What follows belongs to an exercise in optimizing a design on an open flow for small area, a short achievable clock period and few clock cycles per item; a production flow would make more cautious choices. Only simulation tests tie the RTL to the original design; equivalence was not proved. Power figures rest on the tool's default switching activity, not on a simulated workload.

## flow/design.v (module list and top-level ports; edited modules follow where they fit)
// module sp_inv: 3 lines
// module sp_nand2: 3 lines
// module sp_nor2: 3 lines
// module sp_nand2b: 3 lines
// module sp_nor2b: 3 lines
// module sp_aoi21: 3 lines
// module sp_oai21: 3 lines
// module sp_xor2: 3 lines
// module sp_xnor2: 3 lines
// module sp_nand3b: 3 lines
// module sp_nand4b: 3 lines
// module sp_nand3: 3 lines
// module sp_nand4: 3 lines
// module sub_pipelined: 2579 lines
module sub_pipelined #(
   parameter int unsigned w = sub_pipelined_pkg::SUB_W,
   parameter int unsigned s = sub_pipelined_pkg::SUB_S
) (
   input  logic         clk,
   input  logic         rstn,
   input  logic [w-1:0] op1,
   input  logic [w-1:0] op2,
   input  logic         valid_op1,
   input  logic         valid_op2,
   output logic         op_ready,
   output logic [w-1:0] res,
   output logic         valid,
   output logic         borrow,
   output logic         zero,
   input  logic         res_ready
);
  // ...
==> flow/flow/run.sh <==
#!/bin/bash
# Layout flow: the standard flow (standard.sh, synthesis unchanged) with
#  - each I/O port buffered by a plain sky130_fd_sc_hd__buf_1 instead of the
#    buffer cell buffer_ports would pick by itself;
#  - after floorplan, every combinational cell reset to its _1 size
#    (flow/downsize.tcl), so that timing repair sizes up only what it needs;
#  - timing repair asked for extra setup margin (SETUP_SLACK_MARGIN below);
#  - the clock tree built from clkbuf_8 cells instead of clkbuf_16, without
#    dummy load cells.
# Each step's full output goes to its own log file in this folder.
set -eo pipefail
ARGS=("BUFFER_PORTS_ARGS=-buffer_cell sky130_fd_sc_hd__buf_1"
      "SETUP_SLACK_MARGIN=1.15"
      "CTS_ARGS=-sink_clustering_enable -repair_clock_nets -buf_list sky130_fd_sc_hd__clkbuf_8 -dont_use_dummy_load")
bash standard.sh "${ARGS[@]}" floorplan > standard_floorplan.log 2>&1
F=$PWD/orfs/results/sky130hd/sub_pipelined/base/2_floorplan.odb
ODB_IN=$F ODB_OUT=$F openroad -no_init -exit flow/downsize.tcl > downsize.log 2>&1
bash standard.sh "${ARGS[@]}" finish > standard_finish.log 2>&1
==> flow/flow/downsize.tcl <==
# Reset every combinational cell that synthesis upsized to its _1 size, so
# that timing repair later sizes up only the gates that need it.
read_db $::env(ODB_IN)
set db [ord::get_db]
set n 0
foreach inst [[ord::get_db_block] getInsts] {
  set m [[$inst getMaster] getName]
  if {![regexp {^(sky130_fd_sc_hd__)([a-z0-9]+)_([0-9]+)$} $m -> pfx base sz]} { continue }
  if {[regexp {^(e?df|dl|sdf|tap|fill|decap|conb|clk)} $base]} { continue }
  if {$sz == 1} { continue }
  set new [$db findMaster ${pfx}${base}_1]
  if {$new == "NULL" || $new == ""} { continue }
  $inst swapMaster $new
  incr n
}
puts "downsized $n cells"
write_db $::env(ODB_OUT)
==> flow/standard.sh <==
#!/bin/bash
# synth_recipe.tcl (not shown) runs the flow's synth.tcl, then flattens the netlist and writes it again
# the make line also repeats each setting of config.mk as NAME=value (left out here)
make -C /OpenROAD-flow-scripts/flow DESIGN_CONFIG=/design/flow/config.mk WORK_HOME=/design/flow/orfs CLKGATE_MAP_FILE= SYNTH_SCRIPT=/design/flow/synth_recipe.tcl "${@:-finish}"
==> flow/config.mk <==
export PLATFORM = sky130hd
export DESIGN_NAME = sub_pipelined
export DESIGN_NICKNAME = sub_pipelined
export VERILOG_FILES = /design/flow/design.v
export SDC_FILE = /design/flow/constraint.sdc
export NUM_CORES = 4
export LEC_CHECK = 0
export CAP_MARGIN = 20
export CORE_MARGIN = 2
export CORE_UTILIZATION = 50
export PLACE_DENSITY = 0.6
export SLEW_MARGIN = 20
export SYNTH_HIERARCHICAL = 1
export SYNTH_MINIMUM_KEEP_SIZE = 0
==> flow/constraint.sdc <==
create_clock -name core_clock -period 3.5 [get_ports {clk}]
set_input_delay 0.7000 -clock core_clock [delete_from_list [all_inputs] [get_ports {clk}]]
set_output_delay 0.7000 -clock core_clock [all_outputs]
set_load 0.01 [all_outputs]
==> results.cfg, run 1 <==
[floorplan]
die_area_sq_mm = 0.0258
floorplan.rows = 57
initial_core_util_pct = 50.7
ioPinCount = 393

[finish]
seq_area_share_pct = 34.1
largest_register_ffs = 128
nClkBuffers = 17
final-seq-area_sq_mm = 0.00465
nNonClkInverters = 107
max_flop_register = d_q

[place]
place.port_buffers = 392
dpl.hpwl_um = 23500

[logic_synthesis]
synth_compound_area_share_pct = 11.6
synth_simple_gate_area_share_pct = 15.9
post_synthesis_cell_type_with_the_largest_combined_area = edfxtp_1
synth_enable_flop_cells = 154
ys_seq_area_share_pct = 38.0
post_synth_instance_area_sq_mm = 0.0122

[worst_setup_path]
r2r_start = valid_q$_DFFE_PN0P_
cp_cell_sequence = buf_1, xor2_2, o21ai_2, a21oi_2, o21ai_2, a21oi_2, buf_4, o21ai_1, a21oi_1, xor2_1
worst-path-max-fanout = 6
worst-r2r-setup-slack_ns = 1.86
critical_path_buf_inv_count = 2
worstSetupPathType = input port to register

[sta]
worst_hold_slack_ns = 0.453
tightest_slew_ns = 0.918
maxClockFrequency_mhz = 436
timing.slew.headroom_pct = 38.8
period_minus_slack_ns = 2.29

[pwr]
power_frac_clock_pct = 18.1
leakagePower_nw = 4.79
power_frac_comb_pct = 34.7
fin_total_pwr_mw = 5.65

[grt]
grt.overflow.total = 0
grt_first_pass_wirelength_um = 43800
use_met3_pct = 5.66
largest_net_degree_at_the_start_of_global_routing = 156
grtUsageMet1_pct = 24.5

[clock_tree]
cts_root_buffer = clkbuf_8
clock-sinks = 155
post_cts.repair.setup_buffers = 2

[run_status]
status = finished clean

[routing]
route.top_layer_used = met4

[job]
timing.max_cap.violations = 0

[hold_path]
min_delay_worst_endpoint = valid_q$_DFFE_PN0P_
Testbench counts, summed over its fixed seeds: cycles 3,208, items 3,200.
==> run 2: changes to the inputs <==
==> flow/flow/run.sh (replaced) <==
#!/bin/bash
# Layout flow: the standard flow (standard.sh, synthesis unchanged) with
#  - every combinational cell of the synthesized netlist reset to its _1 size
#    (flow/downsize.tcl), so that timing repair sizes up only what it needs;
#  - each I/O port buffered by a plain sky130_fd_sc_hd__buf_1 instead of the
#    buffer cell buffer_ports would pick by itself;
#  - timing repair asked for extra setup margin (SETUP_SLACK_MARGIN below);
#  - the clock tree built from clkbuf_8 cells instead of clkbuf_16, without
#    dummy load cells.
# Each step's full output goes to its own log file in this folder.
set -eo pipefail
ARGS=("BUFFER_PORTS_ARGS=-buffer_cell sky130_fd_sc_hd__buf_1"
      "SETUP_SLACK_MARGIN=1.22"
      "CTS_ARGS=-sink_clustering_enable -repair_clock_nets -buf_list sky130_fd_sc_hd__clkbuf_8 -dont_use_dummy_load")
bash standard.sh "${ARGS[@]}" synth > standard_synth.log 2>&1
F=$PWD/orfs/results/sky130hd/sub_pipelined/base/1_synth.odb
ODB_IN=$F ODB_OUT=$F openroad -no_init -exit flow/downsize.tcl > downsize.log 2>&1
bash standard.sh "${ARGS[@]}" finish > standard_finish.log 2>&1
==> run 2 against run 1 <==
Largest cell class unchanged. Hold slack got worse by 0.015 ns. Maximum frequency grew 2.5%. Cell count decreased by 2.5%. Synthesized cell count unchanged.
==> results.cfg, run 2 <==
[logic_synthesis]
post_synth.cell_area_avg_sq_um = 8.67
cell_count_after_synthesis = 1324
post_synth_instance_area_sq_mm = 0.0115
synthesis.nets = 1585
yosysWarnings = 7

[floorplan]
ioPinCount = 393
die_area_sq_mm = 0.0242
dieHeight_um = 155
fp.coreArea_sq_mm = 0.0226
die_width_um = 155
floorplan.rows = 55
initial_core_util_pct = 50.8

[worst_setup_path]
worst-r2r-setup-slack_ns = 1.96
critical_path.max_stage_delay_ns = 0.33
critical_path_buf_inv_count = 3
cp_cell_sequence = buf_1, xor2_1, nor2_1, a21oi_1, o21ai_2, a21oi_1, o21ai_4, a21oi_4, buf_12, inv_2, a21oi_1
library_cell_contributing_the_largest_single_delay_on_the_critical_path = xor2_1
worst-path-max-fanout = 10
worstSetupPathType = input port to register
cp-end-kind = register
arrival_ns = 2.51
cp_top_family = compound AO/OA/AOI/OAI gates
setup.worst_path.start_class = input port
timing.critical_path.mode_cell = a21oi_1
worst_ep_required_ns = 3.77

[run_status]
status = finished clean

[finish]
most_frequent_standard_cell_in_the_layout_excluding_fill_and_tap_cells = buf_1
area_overhead_vs_synth_pct = 17.9
finish.net_count = 1880
final_cell_mix = 387 x buf_1, 162 x xor2_1, 154 x edfxtp_1
largest_register_ffs = 128
max_flop_register = d_q
layout.core_utilization_pct = 59.9
largest_regs = d_q: 128 flops, c_q: 24 flops
post_route_cells_drive_above_1_share_pct = 5.44

[sta]
clock_skew_ns = 0.0352
period_minus_slack_ns = 2.23
final.period_utilization_pct = 63.8
tightest_slew_ns = 0.714
timing.slew.headroom_pct = 52.4
report.final.setup_viol = 0
maxClockFrequency_mhz = 447
grt_setup_unrepaired = true
final_slew_violations = 0
totalNegativeSetupSlack_ns = 0
finalHoldViolCount = 0

[grt]
grt.overflow.total = 0
grt_first_pass_wirelength_um = 43300
first_global_vias = 8777
global_route.usage.total_pct = 23.1
grt_antenna_before_repair = 1
globalRouteMet2Util_pct = 42.1
grtUsageMet1_pct = 26.5
largest_net_degree_at_the_start_of_global_routing = 127
use_met3_pct = 6.32
highest_utilization_routing_layer_at_the_global_route_stage = met2

[routing]
detail_route.iter0.violations = 550
drt_wl_total_um = 28800
route.detailed.drc = 0
viasPerCell = 4.99
dr.pass1.iters = 4
route.vias.total = 9489
detail-route-antenna-nets = 0
detail_route.wl_per_cell_um = 15.1

[hold_path]
hold_path_class = input port to register

[clock_tree]
clk_transition_reported_paths_ns = 0.09
clock-sinks = 155
numCtsBuffers = 17
clk-insertion-delay-late_ns = 0.45
tritoncts_clock_tree = built
cts_root_buffer = clkbuf_8
h-tree-depth = 4
clockBufferDepth = 2

[place]
place.port_buffers = 392
place.gp.congestion = 0.858
dpl.hpwl_um = 24000

[pwr]
leakagePower_nw = 4.76
power.ir.vdd_worst_uv = 201
power.density_mw_per_mm2 = 417

[job]
timing.max_cap.violations = 0
run 2: what timing repair did:
action,4_1_cts,5_1_grt
buffers inserted,3,6
endpoints found under the hold margin,1,0
endpoints found under the setup margin,23,33
pin swaps,4,7
resized for setup,5,30
hold buffers,1,0
run 2: worst register-to-register path: cells and delay by family, from the launching register on:
family,cells,cell delay (ns)
buffers and inverters,1,0.48
DFF,1,0.41
and+or+nand+nor,1,0.13
run 2: report_power, final:
group          internal (mW)  switching (mW)  leakage [nW]
Sequential              2.46           0.220          1.59
Combinational          0.794            1.16          3.05
Clock                  0.429           0.573         0.122
Total                   3.68            1.95          4.76
run 2: routing by layer:
metal  share of wire, %  vias to the layer above
met2                 51                      327
met5                  0                        -
met1                 39                     4313
li1                   -                     4820
met4                1.9                        0
met3                7.9                       29
run 2: per-stage QoR:
stage / instance area [sq um] / total power, mW / cells / worst slack [ns] / hold slack, ns
finish: 13500 / 5.63 / 1903 / 1.27 / 0.439
floorplan: 11700 / 4.09 / 1324 / 0.960 / 0.404
global route: 13500 / 5.98 / 1903 / 1.20 / 0.449
global placement: 13000 / 4.60 / 1875 / 0.622 / 0.465
CTS: 13300 / 5.66 / 1896 / 1.22 / 0.415
detailed placement: 13000 / 4.63 / 1875 / 0.556 / 0.466
run 2: final timing paths:
path	startpoint	to	depth (start not counted)
worst max register to register	valid_q$_DFFE_PN0P_	c_q[10]$_DFFE_PP_	2
max in group asynchronous	rstn	valid_q$_DFFE_PN0P_	2
worst min register to register	valid_q$_DFFE_PN0P_	valid_q$_DFFE_PN0P_	3
min in group asynchronous	rstn	valid_q$_DFFE_PN0P_	2
worst min-delay path	valid_op2	valid_q$_DFFE_PN0P_	3
worst max-delay path	op2[22]	c_q[31]$_DFFE_PP_	11
run 2: area by class of cell:
class | instances | area, sq um
fill | 2126 | 9050
multi-input combinational | 934 | 6280
sequential | 155 | 4650
timing repair buffer | 404 | 1600
inverter | 107 | 402
tap | 285 | 357
clock buffer | 17 | 234
antenna | 1 | 2.50

-- what the ideal ports hide --
How much do the figures lean on ideal ports? The routed layouts below were timed once more, with nothing changed but the port constraints.
Step 1 sets driving cells, clkbuf_16 on the clock port and buf_2 on the other inputs (assumed; they add their load-dependent delay and slew).
Step 2 times the ports against the registers' clock, not the clock port: input delays grow and output delays shrink by t, the midpoint of the rising clock arrivals with the driver on.
a / b / c = no drivers / after step 1 / after step 2; a / b = the first two.
| run | t, ns | setup slack, ns | worst hold slack (ns) | cell pins on the clock port's net |
|---|---|---|---|---|
| run 1 | 0.472 | 1.209 / 1.222 / 0.750 | 0.453 / 0.437 / 0.884 | 1 |
| run 2 | 0.473 | 1.265 / 1.267 / 0.802 | 0.439 / 0.422 / 0.895 | 1 |
After both steps every run listed still meets setup and hold. The setup slack of run 2, which loses most, moves by +0.002 ns with the drivers and by -0.463 ns with both steps.
